Background: an optimization exercise with open tools, aiming at small area. Do not read the settings as production practice.
Power is estimated from default activity; no workload was simulated.

==> flow/design.v <==
`default_nettype none
package dipsc_pkg;
    localparam int SAMPLE_WIDTH       = 16;
    localparam int GAIN_FRACTION_BITS = 14;
    localparam int GAIN_WIDTH         = 16;
    localparam int ERR_WIDTH   = SAMPLE_WIDTH + 1;
    localparam int LIMIT_WIDTH = SAMPLE_WIDTH - 1;
    localparam int PROD_WIDTH  = ERR_WIDTH + GAIN_WIDTH;
    localparam int FB_WIDTH    = SAMPLE_WIDTH + GAIN_FRACTION_BITS;
    localparam int ACC_WIDTH   = ((PROD_WIDTH > FB_WIDTH) ? PROD_WIDTH : FB_WIDTH) + 2;
    localparam int SHIFT_WIDTH = ACC_WIDTH - GAIN_FRACTION_BITS;
    localparam int CFG_INDEX_WIDTH = 3;
    localparam int CFG_DATA_WIDTH  = (GAIN_WIDTH > SAMPLE_WIDTH) ? GAIN_WIDTH : SAMPLE_WIDTH;
    localparam int IN_FIELDS_WIDTH  = 1 + 2 * SAMPLE_WIDTH;
    localparam int IN_DATA_WIDTH    = ((IN_FIELDS_WIDTH + 7) / 8) * 8;
    localparam int OUT_FIELDS_WIDTH = 2 * SAMPLE_WIDTH + 2 * ERR_WIDTH;
    localparam int OUT_DATA_WIDTH   = ((OUT_FIELDS_WIDTH + 7) / 8) * 8;
    localparam logic [CFG_INDEX_WIDTH-1:0] REG_REFERENCE_SPEED = 3'd0;
    localparam logic [CFG_INDEX_WIDTH-1:0] REG_VOLTAGE_LIMIT   = 3'd1;
    localparam logic [CFG_INDEX_WIDTH-1:0] REG_GAIN_NOW_A      = 3'd2;
    localparam logic [CFG_INDEX_WIDTH-1:0] REG_GAIN_PREV_A     = 3'd3;
    localparam logic [CFG_INDEX_WIDTH-1:0] REG_GAIN_NOW_B      = 3'd4;
    localparam logic [CFG_INDEX_WIDTH-1:0] REG_GAIN_PREV_B     = 3'd5;
    localparam logic signed [SAMPLE_WIDTH-1:0] RESET_REFERENCE_SPEED = 16'sd2560;
    localparam logic        [LIMIT_WIDTH-1:0]  RESET_VOLTAGE_LIMIT   = 15'd3072;
    localparam logic signed [GAIN_WIDTH-1:0]   RESET_GAIN_NOW_A      = 16'sd10476;
    localparam logic signed [GAIN_WIDTH-1:0]   RESET_GAIN_PREV_A     = -16'sd9667;
    localparam logic signed [GAIN_WIDTH-1:0]   RESET_GAIN_NOW_B      = 16'sd10210;
    localparam logic signed [GAIN_WIDTH-1:0]   RESET_GAIN_PREV_B     = -16'sd9421;
endpackage
`default_nettype wire
`default_nettype none
module dual_incremental_pi_speed_control (
    input  wire         aclk,
    input  wire         aresetn,
    input  wire         cfg_wr_en,
    input  wire  [2:0]  cfg_index,
    input  wire  [15:0] cfg_wr_data,
    input  wire         s_tvalid,
    output logic        s_tready,
    input  wire  [39:0] s_tdata,
    output logic        m_tvalid,
    input  wire         m_tready,
    output logic [71:0] m_tdata
);
    logic [15:0] ref_r;
    logic [14:0] lim_r;
    logic [15:0] gna_r, gpa_r, gnb_r, gpb_r;
    logic [15:0] wd0, wd1;
    assign wd0 = cfg_wr_data & {16{aresetn}};
    assign wd1 = cfg_wr_data | {16{~aresetn}};
    function automatic logic [15:0] pick(input logic [15:0] rv,
                                         input logic [15:0] d0,
                                         input logic [15:0] d1);
        pick = (rv & d1) | (~rv & d0);
    endfunction
    logic ld_ref, ld_lim, ld_gna, ld_gpa, ld_gnb, ld_gpb;
    assign ld_ref = ~aresetn | (cfg_wr_en & (cfg_index == 3'd0));
    assign ld_lim = ~aresetn | (cfg_wr_en & (cfg_index == 3'd1));
    assign ld_gna = ~aresetn | (cfg_wr_en & (cfg_index == 3'd2));
    assign ld_gpa = ~aresetn | (cfg_wr_en & (cfg_index == 3'd3));
    assign ld_gnb = ~aresetn | (cfg_wr_en & (cfg_index == 3'd4));
    assign ld_gpb = ~aresetn | (cfg_wr_en & (cfg_index == 3'd5));
    logic [15:0] lim_w;
    assign lim_w = pick(16'd3072, wd0, wd1);
    always_ff @(posedge aclk) begin
        if (ld_ref) ref_r <= pick(16'd2560, wd0, wd1);
        if (ld_lim) lim_r <= lim_w[14:0];
        if (ld_gna) gna_r <= pick(16'd10476, wd0, wd1);
        if (ld_gpa) gpa_r <= pick(16'hDA3D, wd0, wd1);    
        if (ld_gnb) gnb_r <= pick(16'd10210, wd0, wd1);
        if (ld_gpb) gpb_r <= pick(16'hDB33, wd0, wd1);    
    end
    logic [16:0] ea_r, eb_r;
    logic [15:0] ua_r, ub_r;
    logic        en_last, en_cur;
    assign m_tdata = {6'b0, eb_r, ea_r, ub_r, ua_r};
    logic       run;
    logic       wsel;      
    logic [4:0] k;         
    logic       start, st_prod, st_add, st_clamp, finish;
    assign start    = ~run & s_tvalid & (~m_tvalid | m_tready);
    assign st_add   = (k == 5'd17);
    assign st_clamp = (k == 5'd18);
    assign st_prod  = ~st_add & ~st_clamp;
    assign finish   = run & wsel & st_clamp;
    assign s_tready = run & wsel & (k == 5'd16);
    always_ff @(posedge aclk) begin
        if (!aresetn) begin
            run      <= 1'b0;
            m_tvalid <= 1'b0;
            en_last  <= 1'b0;
        end else begin
            if (m_tready) m_tvalid <= 1'b0;
            if (start) run <= 1'b1;
            if (finish) begin
                run      <= 1'b0;
                m_tvalid <= 1'b1;
                en_last  <= en_cur;
            end
        end
    end
    always_ff @(posedge aclk) begin
        if (start) en_cur <= s_tdata[0];
        if (start | st_clamp) wsel <= ~start;
        k <= (start | st_clamp) ? 5'd0 : k + 5'd1;
    end
    logic        ref_bit, spd_bit, sc_in, sc_r, e_bit;
    logic [16:0] e_cur;
    logic [15:0] u_cur, gp, gn;
    always_comb begin
        if (k[4]) begin
            ref_bit = ref_r[15];
            spd_bit = wsel ? s_tdata[32] : s_tdata[16];
        end else begin
            ref_bit = ref_r[k[3:0]];
            spd_bit = wsel ? s_tdata[17 + k[3:0]] : s_tdata[1 + k[3:0]];
        end
    end
    assign sc_in = (k == 5'd0) ? 1'b1 : sc_r;
    assign e_bit = ref_bit ^ ~spd_bit ^ sc_in;
    always_ff @(posedge aclk) begin
        sc_r <= (ref_bit & ~spd_bit) | (ref_bit & sc_in) | (~spd_bit & sc_in);
    end
    assign e_cur = wsel ? eb_r : ea_r;
    assign u_cur = wsel ? ub_r : ua_r;
    assign gp    = wsel ? gpb_r : gpa_r;
    assign gn    = wsel ? gnb_r : gna_r;
    logic [16:0] win;
    logic        clip_r, sgn_r;
    logic [15:0] xa, xb;
    logic        ba, bb, na, nb, ca, cb;
    logic [15:0] ra, rb;
    logic [17:0] s1, s2, hop;
    logic        do_clip;
    assign do_clip = clip_r & en_cur;
    assign xa = st_clamp ? {4'd0, lim_r[14:3]} : gp;
    assign ba = st_clamp ? do_clip : (st_prod & e_cur[0] & en_last);
    assign na = st_clamp ? (do_clip & sgn_r) : (k == 5'd16);
    assign xb = st_add ? {{3{u_cur[15]}}, u_cur[15:3]} : gn;
    assign bb = st_add ? en_last : (st_prod & e_bit);
    assign nb = (k == 5'd16);
    assign ra = (xa & {16{ba}}) ^ {16{na}};
    assign rb = (xb & {16{bb}}) ^ {16{nb}};
    always_comb begin
        ca = 1'b0;
        if (k == 5'd14) ca = u_cur[0] & en_last;
        if (k == 5'd15) ca = u_cur[1] & en_last;
        if (k == 5'd16) ca = u_cur[2] & en_last;
        if (st_clamp)   ca = do_clip & sgn_r & (lim_r[2:0] == 3'd0);
    end
    assign cb  = st_add;
    assign hop = ((k == 5'd0) | st_clamp) ? 18'd0 : {win[16], win};
    logic [17:0] ea_x, eb_x;
    logic [18:0] c1, c2;
    assign ea_x = {{2{ra[15]}}, ra};
    assign eb_x = {{2{rb[15]}}, rb};
    assign c1[0] = ca;
    assign c2[0] = cb;
    for (genvar i = 0; i < 18; i++) begin : g_add
        assign s1[i]   = hop[i] ^ ea_x[i] ^ c1[i];
        assign c1[i+1] = (hop[i] & ea_x[i]) | (hop[i] & c1[i]) | (ea_x[i] & c1[i]);
        assign s2[i]   = s1[i] ^ eb_x[i] ^ c2[i];
        assign c2[i+1] = (s1[i] & eb_x[i]) | (s1[i] & c2[i]) | (eb_x[i] & c2[i]);
    end
    always_ff @(posedge aclk) begin
        win <= s2[17:1];
    end
    logic [19:0] u_pre;
    logic        u_sgn, u_big;
    logic [14:0] u_m;
    logic [15:0] cc;
    assign u_pre = {s2[16:0], u_cur[2:0]};
    assign u_sgn = u_pre[19];
    assign u_big = u_pre[18:15] != {4{u_sgn}};
    assign u_m   = u_pre[14:0] ^ {15{u_sgn}};
    assign cc[0] = u_sgn;
    for (genvar i = 0; i < 15; i++) begin : g_cmp
        assign cc[i+1] = (u_m[i] & ~lim_r[i]) | (u_m[i] & cc[i]) | (~lim_r[i] & cc[i]);
    end
    always_ff @(posedge aclk) begin
        clip_r <= u_big | cc[15];
        sgn_r  <= u_sgn;
    end
    logic [2:0] low3, lneg3;
    assign lneg3 = {lim_r[2] ^ (lim_r[1] | lim_r[0]), lim_r[1] ^ lim_r[0], lim_r[0]};
    assign low3  = do_clip ? (sgn_r ? lneg3 : lim_r[2:0]) : 3'd0;
    logic        ld_u, ld_c;
    logic [2:0]  ld_lo, lo_new;
    logic [15:3] u_new;
    assign ld_c   = run & st_clamp & (do_clip | ~en_cur);
    assign ld_u   = (run & st_add) | ld_c;
    assign ld_lo  = {run & (k == 5'd16), run & (k == 5'd15), run & (k == 5'd14)} | {3{ld_c}};
    assign lo_new = st_clamp ? low3 : {3{s2[0]}};
    assign u_new  = s2[12:0];
    always_ff @(posedge aclk) begin
        if (run & st_prod & ~wsel) ea_r <= {e_bit, ea_r[16:1]};
        if (run & st_prod &  wsel) eb_r <= {e_bit, eb_r[16:1]};
        if (ld_u & ~wsel) ua_r[15:3] <= u_new;
        if (ld_u &  wsel) ub_r[15:3] <= u_new;
        for (int j = 0; j < 3; j++) begin
            if (ld_lo[j] & ~wsel) ua_r[j] <= lo_new[j];
            if (ld_lo[j] &  wsel) ub_r[j] <= lo_new[j];
        end
    end
endmodule
`default_nettype wire
clock: 20.0 ns
lec_check: 0
cap_margin: 20
core_margin: 2
core_utilization: 70
slew_margin: 20
standard.sh (not shown) runs the stock make flow with config.mk's settings and CLKGATE_MAP_FILE= SYNTH_SCRIPT=/design/flow/synth_recipe.tcl, a recipe that flattens the netlist after the stock synthesis.
==> flow/flow/run.sh <==
#!/bin/bash
export BUFFER_PORTS_ARGS="-buffer_cell sky130_fd_sc_hd__buf_1"
export CTS_ARGS="-sink_clustering_enable -repair_clock_nets -dont_use_dummy_load -buf_list sky130_fd_sc_hd__clkbuf_8"
bash standard.sh > standard.log 2>&1
Edit:
--- a/flow/design.v
+++ b/flow/design.v
@@ -108,5 +108,5 @@
     logic        ref_bit, spd_bit, sc_in, sc_r, e_bit;
     logic [16:0] e_cur;
-    logic [15:0] u_cur, gp, gn;
+    logic [15:0] u_cur;
     always_comb begin
         if (k[4]) begin
@@ -125,9 +125,7 @@
     assign e_cur = wsel ? eb_r : ea_r;
     assign u_cur = wsel ? ub_r : ua_r;
-    assign gp    = wsel ? gpb_r : gpa_r;
-    assign gn    = wsel ? gnb_r : gna_r;
     logic [16:0] win;
+    logic [2:0]  ext;
     logic        clip_r, sgn_r;
-    logic [15:0] xa, xb;
     logic        ba, bb, na, nb, ca, cb;
     logic [15:0] ra, rb;
@@ -135,12 +133,21 @@
     logic        do_clip;
     assign do_clip = clip_r & en_cur;
-    assign xa = st_clamp ? {4'd0, lim_r[14:3]} : gp;
-    assign ba = st_clamp ? do_clip : (st_prod & e_cur[0] & en_last);
+    logic ga_a, ga_b, ga_l, gb_a, gb_b, gb_ua, gb_ub;
+    assign ba    = st_prod & e_cur[0] & en_last;
+    assign bb    = st_prod & e_bit;
+    assign ga_a  = ba & ~wsel;
+    assign ga_b  = ba &  wsel;
+    assign ga_l  = st_clamp & do_clip;
+    assign gb_a  = bb & ~wsel;
+    assign gb_b  = bb &  wsel;
+    assign gb_ua = st_add & en_last & ~wsel;
+    assign gb_ub = st_add & en_last &  wsel;
     assign na = st_clamp ? (do_clip & sgn_r) : (k == 5'd16);
-    assign xb = st_add ? {{3{u_cur[15]}}, u_cur[15:3]} : gn;
-    assign bb = st_add ? en_last : (st_prod & e_bit);
     assign nb = (k == 5'd16);
-    assign ra = (xa & {16{ba}}) ^ {16{na}};
-    assign rb = (xb & {16{bb}}) ^ {16{nb}};
+    assign ra = ((gpa_r & {16{ga_a}}) | (gpb_r & {16{ga_b}}) |
+                 ({4'd0, lim_r[14:3]} & {16{ga_l}})) ^ {16{na}};
+    assign rb = ((gna_r & {16{gb_a}}) | (gnb_r & {16{gb_b}}) |
+                 ({{3{ua_r[15]}}, ua_r[15:3]} & {16{gb_ua}}) |
+                 ({{3{ub_r[15]}}, ub_r[15:3]} & {16{gb_ub}})) ^ {16{nb}};
     always_comb begin
         ca = 1'b0;
@@ -166,4 +173,5 @@
     always_ff @(posedge aclk) begin
         win <= s2[17:1];
+        ext <= {s2[0], ext[2:1]};
     end
     logic [19:0] u_pre;
@@ -171,5 +179,5 @@
     logic [14:0] u_m;
     logic [15:0] cc;
-    assign u_pre = {s2[16:0], u_cur[2:0]};
+    assign u_pre = {s2[16:0], ext};
     assign u_sgn = u_pre[19];
     assign u_big = u_pre[18:15] != {4{u_sgn}};
@@ -186,21 +194,13 @@
     assign lneg3 = {lim_r[2] ^ (lim_r[1] | lim_r[0]), lim_r[1] ^ lim_r[0], lim_r[0]};
     assign low3  = do_clip ? (sgn_r ? lneg3 : lim_r[2:0]) : 3'd0;
-    logic        ld_u, ld_c;
-    logic [2:0]  ld_lo, lo_new;
-    logic [15:3] u_new;
-    assign ld_c   = run & st_clamp & (do_clip | ~en_cur);
-    assign ld_u   = (run & st_add) | ld_c;
-    assign ld_lo  = {run & (k == 5'd16), run & (k == 5'd15), run & (k == 5'd14)} | {3{ld_c}};
-    assign lo_new = st_clamp ? low3 : {3{s2[0]}};
-    assign u_new  = s2[12:0];
+    logic        ld_u;
+    logic [15:0] u_new;
+    assign ld_u  = run & (st_add | (st_clamp & (do_clip | ~en_cur)));
+    assign u_new = {s2[12:0], st_add ? ext : low3};
     always_ff @(posedge aclk) begin
         if (run & st_prod & ~wsel) ea_r <= {e_bit, ea_r[16:1]};
         if (run & st_prod &  wsel) eb_r <= {e_bit, eb_r[16:1]};
-        if (ld_u & ~wsel) ua_r[15:3] <= u_new;
-        if (ld_u &  wsel) ub_r[15:3] <= u_new;
-        for (int j = 0; j < 3; j++) begin
-            if (ld_lo[j] & ~wsel) ua_r[j] <= lo_new[j];
-            if (ld_lo[j] &  wsel) ub_r[j] <= lo_new[j];
-        end
+        if (ld_u & ~wsel) ua_r <= u_new;
+        if (ld_u &  wsel) ub_r <= u_new;
     end
 endmodule
After rerunning: Combinational power went up by about 0.6%; utilization came out lower by 0.64 points; worst hold slack gets worse by 0.059 ns; routed wire length drops by 9.2%; via count drops by 6.1%; sequential power increases by about 2%; critical path depth fell by 1; sequential share of layout area increases by 1.9 points; global-route usage went down by 2.0 points; worst setup slack is better by 0.18 ns; design area shrinks by 2.4%; die area went down by 3.0%; total power grows by 1.1%.
No run of this note included a check of the RTL's function; only the layout flow was run.

[static timing again, ports no longer ideal]
Ports are ideal in the flow. The routed layouts listed here were re-timed in OpenROAD. Step 1, drivers: a clkbuf_16 drives aclk and a buf_2 each remaining input, both assumed. Step 2 adds t to the input delays and takes it off the output delays; t is the mean of the earliest and latest rising clock arrival at the registers after step 1. Input paths then give back, and output paths get back, about the clock's delay inside the block. a / b / c = ideal / step 1 / step 2; a / b = the first two.
| run | shift t [ns] | setup WS [ns] | slew at the worst register clock pin (ns) | pins driven straight from the clock port |
|---|---|---|---|---|
| the first run | 0.498 | 4.105 / 4.119 / 3.621 | 0.11 / 0.11 | 1 |
| the second run | 0.480 | 4.283 / 4.295 / 3.815 | 0.09 / 0.09 | 1 |
After both steps setup and hold are still met in every run listed. For the first run, which loses most, drivers alone change the setup slack by +0.014 ns; drivers and shift together by -0.484 ns.
